Background: an optimization exercise with open tools, aiming at small area, a short achievable clock period and few clock cycles per item. Do not read the settings as production practice. Where RTL was checked, it was by simulation tests only, not by an equivalence proof against the original.

## mul_pipe_unit
module mul_pipe_unit #(
    parameter int XLEN   = 32,
    parameter int STAGES = 3,
    parameter int TAG_W  = 5
) (
    input  logic              CLK_0,
    input  logic              RST_0,
    input  logic              in_valid,
    output logic              in_ready,
    input  logic [1:0]        in_op,
    input  logic [XLEN-1:0]   in_a,
    input  logic [XLEN-1:0]   in_b,
    input  logic [TAG_W-1:0]  in_tag,
    output logic              out_valid,
    input  logic              out_ready,
    output logic [XLEN-1:0]   out_result,
    output logic [TAG_W-1:0]  out_tag
);
Size: roughly 110 I/O pins, about 0.030 mm² of cells after synthesis.
==> flow/config.mk <==
export PLATFORM = sky130hd
export DESIGN_NAME = mul_pipe_unit
export DESIGN_NICKNAME = mul_pipe_unit
export VERILOG_FILES = /design/flow/design.v
export SDC_FILE = /design/flow/constraint.sdc
export NUM_CORES = 4
export LEC_CHECK = 0
export ABC_AREA = 1
export CAP_MARGIN = 20
export CORE_MARGIN = 2
export CORE_UTILIZATION = 40
export SLEW_MARGIN = 20
export SYNTH_HIERARCHICAL = 1
==> flow/constraint.sdc <==
create_clock -name core_clock -period 10.0 [get_ports {CLK_0}]
set_input_delay 2.0000 -clock core_clock [delete_from_list [all_inputs] [get_ports {CLK_0}]]
set_output_delay 2.0000 -clock core_clock [all_outputs]
set_load 0.01 [all_outputs]
standard.sh (not shown) runs the stock make flow with config.mk's settings and CLKGATE_MAP_FILE= SYNTH_SCRIPT=/design/flow/synth_recipe.tcl, a recipe that flattens the netlist after the stock synthesis.
==> flow/flow/run.sh <==
#!/bin/bash
# Own layout flow: the standard ORFS flow with the standard synthesis unchanged;
# the port buffers are plain sky130_fd_sc_hd__buf_2 cells and timing repair aims at the margin below.
# make's full output goes to flow_make.log here; ORFS's per-step logs are under orfs/logs/.
set -euo pipefail
bash standard.sh "BUFFER_PORTS_ARGS=-buffer_cell sky130_fd_sc_hd__buf_2" SETUP_SLACK_MARGIN=5.3 finish > flow_make.log 2>&1
==> next run, changes <==
--- a/flow/design.v
+++ b/flow/design.v
@@ -1122,34 +1122,34 @@
     fa_cell u_f476 (.a(f363c), .b(f418s), .ci(f417c), .co(f476c), .s(f476s));
     fa_cell u_f477 (.a(pp[508]), .b(f418c), .ci(f419s), .co(f477c), .s(f477s));
     fa_cell u_f478 (.a(pp[574]), .b(k15), .ci(f419c), .co(f478c), .s(f478s));
     fa_cell u_f479 (.a(ppn[15]), .b(pp[575]), .ci(pp[542]), .co(f479c), .s(f479s));
     logic [63:0] cs_s, cs_c;
     assign cs_s = {f479s, f477c, f477s, f475c, f474c, f474s, f472c, f471c, f470c, f469c, f469s, f468s, f466c, f465c, f464c, f463c, f462c, f461c, f460c, f459c, f458c, f457c, f456c, f455c, f454c, f453c, f452c, f451c, f450c, f449c, f448c, f447c, f446c, f445c, f444c, f443c, f442c, f441c, f440c, f439c, f438c, f437c, f436c, f435c, f434c, f433c, f432c, f431c, f430c, f429c, f428c, f427c, f426c, f425c, f424c, f423c, f422c, f421c, f420c, h29c, h28c, pp[34], pp[1], bneg_q[0]};
     assign cs_c = {f478c, f478s, f476c, f476s, f475s, f473c, f473s, f472s, f471s, f470s, f468c, f467c, f467s, f466s, f465s, f464s, f463s, f462s, f461s, f460s, f459s, f458s, f457s, f456s, f455s, f454s, f453s, f452s, f451s, f450s, f449s, f448s, f447s, f446s, f445s, f444s, f443s, f442s, f441s, f440s, f439s, f438s, f437s, f436s, f435s, f434s, f433s, f432s, f431s, f430s, f429s, f428s, f427s, f426s, f425s, f424s, f423s, f422s, f421s, f420s, h29s, h28s, 1'b0, pp[0]};
-    logic [26:0] low_sum;
-    assign low_sum = {1'b0, cs_s[25:0]} + {1'b0, cs_c[25:0]};
+    logic [24:0] low_sum;
+    assign low_sum = {1'b0, cs_s[23:0]} + {1'b0, cs_c[23:0]};
     logic [31:0]      x_q, y_q;
-    logic [5:0]  lx_q, ly_q;
+    logic [7:0]  lx_q, ly_q;
     logic             lc_q;
     logic [TAG_W-1:0] tag_q2;
     always_ff @(posedge CLK_0) begin
         if (adv) begin
             x_q    <= mul_q1 ? cs_s[31:0] : cs_s[63:32];
             y_q    <= mul_q1 ? cs_c[31:0] : cs_c[63:32];
-            lx_q   <= mul_q1 ? '0 : cs_s[31:26];
-            ly_q   <= mul_q1 ? '0 : cs_c[31:26];
-            lc_q   <= !mul_q1 & low_sum[26];
+            lx_q   <= mul_q1 ? '0 : cs_s[31:24];
+            ly_q   <= mul_q1 ? '0 : cs_c[31:24];
+            lc_q   <= !mul_q1 & low_sum[24];
             tag_q2 <= tag_q1;
         end
     end
-    logic [38:0] fin;
+    logic [40:0] fin;
     assign fin = {x_q, lx_q, 1'b1} + {y_q, ly_q, lc_q};
     assign out_valid  = v2;
-    assign out_result = fin[38:7];
+    assign out_result = fin[40:9];
     assign out_tag    = tag_q2;
 endmodule
 module fa_cell (
     input  logic a,
     input  logic b,
     input  logic ci,
     output logic co,
Result: Flip-flop and latch count rises by 4; design area falls by about 3%; wire length falls by 6.3%; synthesized cell count rises by 1.1%; final cell count falls by about 0.9%; synthesized area rises by 0.76%; non-clock buffer count falls by 72; maximum frequency rises by about 2.2%; worst setup slack improved by 0.10 ns.
Testbench counts after the change, summed over its fixed seeds: cycles 3,216, items 3,200.
No functional check of the RTL was part of the first run of this note.


job 3800:
Another version of the RTL of mul_pipe_unit (not shown whole).
Size: ~2,700 cells after synthesis, ~170 flip-flops, roughly 110 I/O pins, ~30,000 um^2 of cells after synthesis.
clock: 10.0 ns
lec_check: 0
abc_clock_period_in_ps: 4500
cap_margin: 20
core_margin: 2
core_utilization: 40
setup_slack_margin: 5
slew_margin: 20
synth_hierarchical: 1
run.sh (not shown) runs the stock make flow with config.mk's settings and CLKGATE_MAP_FILE= SYNTH_SCRIPT=/design/flow/synth_recipe.tcl, a recipe that flattens the netlist after the stock synthesis.
Stock flow here: none of the scripts above is used.
Job 3800 completed every stage of the flow, and the final layout passed the timing, design-rule and antenna checks.
Input changes introduced in job 9921 (baseline for comparison: job 3800):
--- a/flow/design.v
+++ b/flow/design.v
@@ -1184,40 +1184,34 @@
     fa_cell u_f476 (.a(f363c), .b(f418s), .ci(f417c), .co(f476c), .s(f476s));
     fa_cell u_f477 (.a(h55s), .b(f418c), .ci(f419s), .co(f477c), .s(f477s));
     fa_cell u_f478 (.a(h55c), .b(h58s), .ci(f419c), .co(f478c), .s(f478s));
     fa_cell u_f479 (.a(pp[542]), .b(h58c), .ci(h59s), .co(f479c), .s(f479s));
     logic [63:0] cs_s, cs_c;
     assign cs_s = {f479s, f477c, f477s, f476s, f475s, f474s, f472c, f471c, f470c, f469c, f469s, f468s, f466c, f465c, f464c, f463c, f462c, f461c, f460c, f459c, f458c, f457c, f456c, f455c, f454c, f453c, f452c, f451c, f450c, f449c, f448c, f447c, f446c, f445c, f444c, f443c, f442c, f441c, f440c, f439c, f438c, f437c, f436c, f435c, f434c, f433c, f432c, f431c, f430c, f429c, f428c, f427c, f426c, f425c, f424c, f423c, f422c, f421c, f420c, h61c, h60c, pp[34], pp[1], bneg_q[0]};
     assign cs_c = {f478c, f478s, f476c, f475c, f474c, f473c, f473s, f472s, f471s, f470s, f468c, f467c, f467s, f466s, f465s, f464s, f463s, f462s, f461s, f460s, f459s, f458s, f457s, f456s, f455s, f454s, f453s, f452s, f451s, f450s, f449s, f448s, f447s, f446s, f445s, f444s, f443s, f442s, f441s, f440s, f439s, f438s, f437s, f436s, f435s, f434s, f433s, f432s, f431s, f430s, f429s, f428s, f427s, f426s, f425s, f424s, f423s, f422s, f421s, f420s, h61s, h60s, 1'b0, pp[0]};
-    logic [26:0] low_sum;
-    assign low_sum = {1'b0, cs_s[25:0]} + {1'b0, cs_c[25:0]};
+    logic [24:0] low_sum;
+    assign low_sum = {1'b0, cs_s[23:0]} + {1'b0, cs_c[23:0]};
     logic [31:0]      x_q, y_q;
-    logic [5:0]  lx_q, ly_q;
+    logic [7:0]  lx_q, ly_q;
     logic             lc_q;
-    logic             mul_q2;
     logic [TAG_W-1:0] tag_q2;
     always_ff @(posedge CLK_0) begin
         if (adv) begin
             x_q    <= mul_q1 ? cs_s[31:0] : cs_s[63:32];
             y_q    <= mul_q1 ? cs_c[31:0] : cs_c[63:32];
-            lx_q   <= cs_s[31:26];
-            ly_q   <= cs_c[31:26];
-            lc_q   <= low_sum[26];
-            mul_q2 <= mul_q1;
+            lx_q   <= mul_q1 ? '0 : cs_s[31:24];
+            ly_q   <= mul_q1 ? '0 : cs_c[31:24];
+            lc_q   <= !mul_q1 & low_sum[24];
             tag_q2 <= tag_q1;
         end
     end
-    logic [6:0] lt_sum;
-    logic         cin;
-    assign lt_sum = {1'b0, lx_q} + {1'b0, ly_q} + {6'd0, lc_q};
-    assign cin    = !mul_q2 & lt_sum[6];
-    logic [32:0] fin;
-    assign fin = {x_q, 1'b1} + {y_q, cin};
+    logic [40:0] fin;
+    assign fin = {x_q, lx_q, 1'b1} + {y_q, ly_q, lc_q};
     assign out_valid  = v2;
-    assign out_result = fin[32:1];
+    assign out_result = fin[40:9];
     assign out_tag    = tag_q2;
 endmodule
 module fa_cell (
     input  logic a,
     input  logic b,
     input  logic ci,
     output logic co,
[summary]
On initial standard-cell utilization of the core, job 3800 and job 9921 are basically level.
Summary of job 9921 over job 3800: routed wire length now larger.
Maximum fanout along the worst path delta (job 3800 -> job 9921): insignificant
Of job 9921 and job 3800, it is job 9921 that has the lower critical path depth.
Job 9921 ended up with ly_q[4] as its startpoint of the most critical setup path; job 3800 ended up with lx_q[5].
Testbench counts of job 9921, summed over its fixed seeds: cycles 3,216, items 3,200.
The RTL of job 3800 was laid out without a check of its function.


Setup of east:
Another version of the RTL of mul_pipe_unit (not shown whole).
For scale: roughly 180 flip-flops, roughly 110 I/O pins, ~0.030 mm² of cells after synthesis.
Settings: LEC_CHECK=0, ABC_AREA=1, CAP_MARGIN=20, CORE_MARGIN=2, CORE_UTILIZATION=40, SETUP_SLACK_MARGIN=5, SLEW_MARGIN=20, SYNTH_HIERARCHICAL=1; clock period 10.0 ns.
standard.sh (not shown) runs the stock make flow with config.mk's settings and CLKGATE_MAP_FILE= SYNTH_SCRIPT=/design/flow/synth_recipe.tcl, a recipe that flattens the netlist after the stock synthesis.
==> flow/flow/run.sh <==
#!/bin/bash
# Own layout flow: the standard ORFS flow with the standard synthesis unchanged;
# the port buffers are plain sky130_fd_sc_hd__buf_1 cells. make's full output
# goes to flow_make.log here; ORFS's per-step logs are under orfs/logs/.
set -euo pipefail
bash standard.sh "BUFFER_PORTS_ARGS=-buffer_cell sky130_fd_sc_hd__buf_1"  finish > flow_make.log 2>&1
The flow did not stop early for east: all stages ran, and the layout cleared the timing, design-rule and antenna checks.
Testbench counts of east, summed over its fixed seeds: cycles 3,216, items 3,200.
Modified inputs, south compared to east
diff --git a/flow/design.v b/flow/design.v
--- a/flow/design.v
+++ b/flow/design.v
@@ -40,35 +40,34 @@
         for (int i = 0; i < 17; i++) begin
             one_d[i] = b_ext[2*i] ^ b_lo[2*i];
             two_d[i] = (b_ext[2*i+1] & !b_ext[2*i] & !b_lo[2*i]) | (!b_ext[2*i+1] & b_ext[2*i] & b_lo[2*i]);
             neg_d[i] = b_ext[2*i+1];
         end
     end
-    logic [32:0]      a_nq;                  
-    logic [16:0]      bone_nq, btwo_nq;      
-    logic [16:0]      bneg_q;
+    logic [32:0]      a_q;
+    logic [16:0]      bone_q, btwo_q, bneg_q;
     logic             mul_q1;
     logic [TAG_W-1:0] tag_q1;
     always_ff @(posedge CLK_0) begin
         if (adv) begin
-            a_nq    <= ~a_ext;
-            bone_nq <= ~one_d;
-            btwo_nq <= ~two_d;
+            a_q    <= a_ext;
+            bone_q <= one_d;
+            btwo_q <= two_d;
             bneg_q <= neg_d;
             mul_q1 <= (in_op == 2'b00);
             tag_q1 <= in_tag;
         end
     end
     logic [577:0] pp;
     logic [16:0]  ppn;
-    logic [34:0]  an_sh;
-    assign an_sh = {a_nq[32], a_nq, 1'b1};    
+    logic [34:0]  a_sh;
+    assign a_sh = {a_q[32], a_q, 1'b0};    
     always_comb begin
         for (int i = 0; i < 17; i++) begin
             for (int j = 0; j < 34; j++) begin
-                pp[i*34+j] = !((bone_nq[i] | an_sh[j+1]) & (btwo_nq[i] | an_sh[j])) ^ bneg_q[i];
+                pp[i*34+j] = ((bone_q[i] & a_sh[j+1]) | (btwo_q[i] & a_sh[j])) ^ bneg_q[i];
             end
             ppn[i] = !pp[i*34+33];
         end
     end
     logic k0;
     logic k1;
@@ -1186,32 +1185,32 @@
     fa_cell u_f477 (.a(h55s), .b(f418c), .ci(f419s), .co(f477c), .s(f477s));
     fa_cell u_f478 (.a(h55c), .b(h58s), .ci(f419c), .co(f478c), .s(f478s));
     fa_cell u_f479 (.a(pp[542]), .b(h58c), .ci(h59s), .co(f479c), .s(f479s));
     logic [63:0] cs_s, cs_c;
     assign cs_s = {f479s, f477c, f477s, f476s, f475s, f474s, f472c, f471c, f470c, f469c, f469s, f468s, f466c, f465c, f464c, f463c, f462c, f461c, f460c, f459c, f458c, f457c, f456c, f455c, f454c, f453c, f452c, f451c, f450c, f449c, f448c, f447c, f446c, f445c, f444c, f443c, f442c, f441c, f440c, f439c, f438c, f437c, f436c, f435c, f434c, f433c, f432c, f431c, f430c, f429c, f428c, f427c, f426c, f425c, f424c, f423c, f422c, f421c, f420c, h61c, h60c, pp[34], pp[1], bneg_q[0]};
     assign cs_c = {f478c, f478s, f476c, f475c, f474c, f473c, f473s, f472s, f471s, f470s, f468c, f467c, f467s, f466s, f465s, f464s, f463s, f462s, f461s, f460s, f459s, f458s, f457s, f456s, f455s, f454s, f453s, f452s, f451s, f450s, f449s, f448s, f447s, f446s, f445s, f444s, f443s, f442s, f441s, f440s, f439s, f438s, f437s, f436s, f435s, f434s, f433s, f432s, f431s, f430s, f429s, f428s, f427s, f426s, f425s, f424s, f423s, f422s, f421s, f420s, h61s, h60s, 1'b0, pp[0]};
-    logic [24:0] low_sum;
-    assign low_sum = {1'b0, cs_s[23:0]} + {1'b0, cs_c[23:0]};
+    logic [28:0] low_sum;
+    assign low_sum = {1'b0, cs_s[27:0]} + {1'b0, cs_c[27:0]};
     logic [31:0]      x_q, y_q;
-    logic [7:0]  lx_q, ly_q;
+    logic [3:0]  lx_q, ly_q;
     logic             lc_q;
     logic [TAG_W-1:0] tag_q2;
     always_ff @(posedge CLK_0) begin
         if (adv) begin
             x_q    <= mul_q1 ? cs_s[31:0] : cs_s[63:32];
             y_q    <= mul_q1 ? cs_c[31:0] : cs_c[63:32];
-            lx_q   <= mul_q1 ? '0 : cs_s[31:24];
-            ly_q   <= mul_q1 ? '0 : cs_c[31:24];
-            lc_q   <= !mul_q1 & low_sum[24];
+            lx_q   <= mul_q1 ? '0 : cs_s[31:28];
+            ly_q   <= mul_q1 ? '0 : cs_c[31:28];
+            lc_q   <= !mul_q1 & low_sum[28];
             tag_q2 <= tag_q1;
         end
     end
-    logic [40:0] fin;
+    logic [36:0] fin;
     assign fin = {x_q, lx_q, 1'b1} + {y_q, ly_q, lc_q};
     assign out_valid  = v2;
-    assign out_result = fin[40:9];
+    assign out_result = fin[36:5];
     assign out_tag    = tag_q2;
 endmodule
 module fa_cell (
     input  logic a,
     input  logic b,
     input  logic ci,
- Critical path depth in south is 10 above east.
- As of south, met1 routed wirelength after detailed routing had fallen by a few percent compared to east.
- In south the post-route clock period utilization turned out 0.81 points higher than in east.
- south vs east, minimum setup slack after placement went down by 0.26 ns.
- south vs east, iteration count of the initial detailed-routing pass went up by 1.
- [compare] base=east new=south: met3 usage in global routing lost 0.77 points; post-synthesis register bit count lost about 4.5%.
- Re shortest period the worst path allows: south is 0.081 ns up on east.
- Peak clock frequency supported by timing: south < east
- Relative to east, the number of sequential storage elements measured on south has decreased by a few percent.
- Per the comparison of south with east, sequential cell area in the final layout now smaller; wire length per cell after detailed routing now smaller.
No functional check of the RTL was part of south.

[separate check: timing with driven ports]
The results above use ideal ports. As a check the final layouts listed here were re-extracted and re-timed, cells and wires unchanged.
Step 1 sets driving cells, clkbuf_16 on the clock port and buf_2 on the other inputs (assumed; they add their load-dependent delay and slew).
Step 2 moves the port delays by t, midway between the first and last clock arrival at a register: inputs arrive t later, outputs are due t later. That takes back most of the time a late clock gives input paths.
Slacks: no drivers / after step 1 / after step 2; pairs: no drivers / after step 1.
| run | shift t [ns] | setup slack, ns | worst setup path after step 2 | worst slew at a driven data input, ns |
|---|---|---|---|---|
| the first run of note 1 | 0.555 | 5.303 / 5.303 / 5.303 | register to register | 0.04 |
| the second run of note 1 | 0.556 | 5.404 / 5.355 / 5.404 | register to register | 0.06 |
| job 3800 | 0.565 | 4.192 / 4.131 / 4.695 | register to output | 0.05 |
| job 9921 | 0.547 | 4.602 / 4.538 / 5.085 | register to output | 0.05 |
| east | 0.561 | 5.168 / 5.142 / 5.142 | input to output | 0.05 |
| south | 0.558 | 5.088 / 5.088 / 5.088 | register to register | 0.06 |
After both steps setup and hold are still met in every run listed. The setup slack of east, which loses most, moves by -0.026 ns with the drivers and by -0.026 ns with both steps.
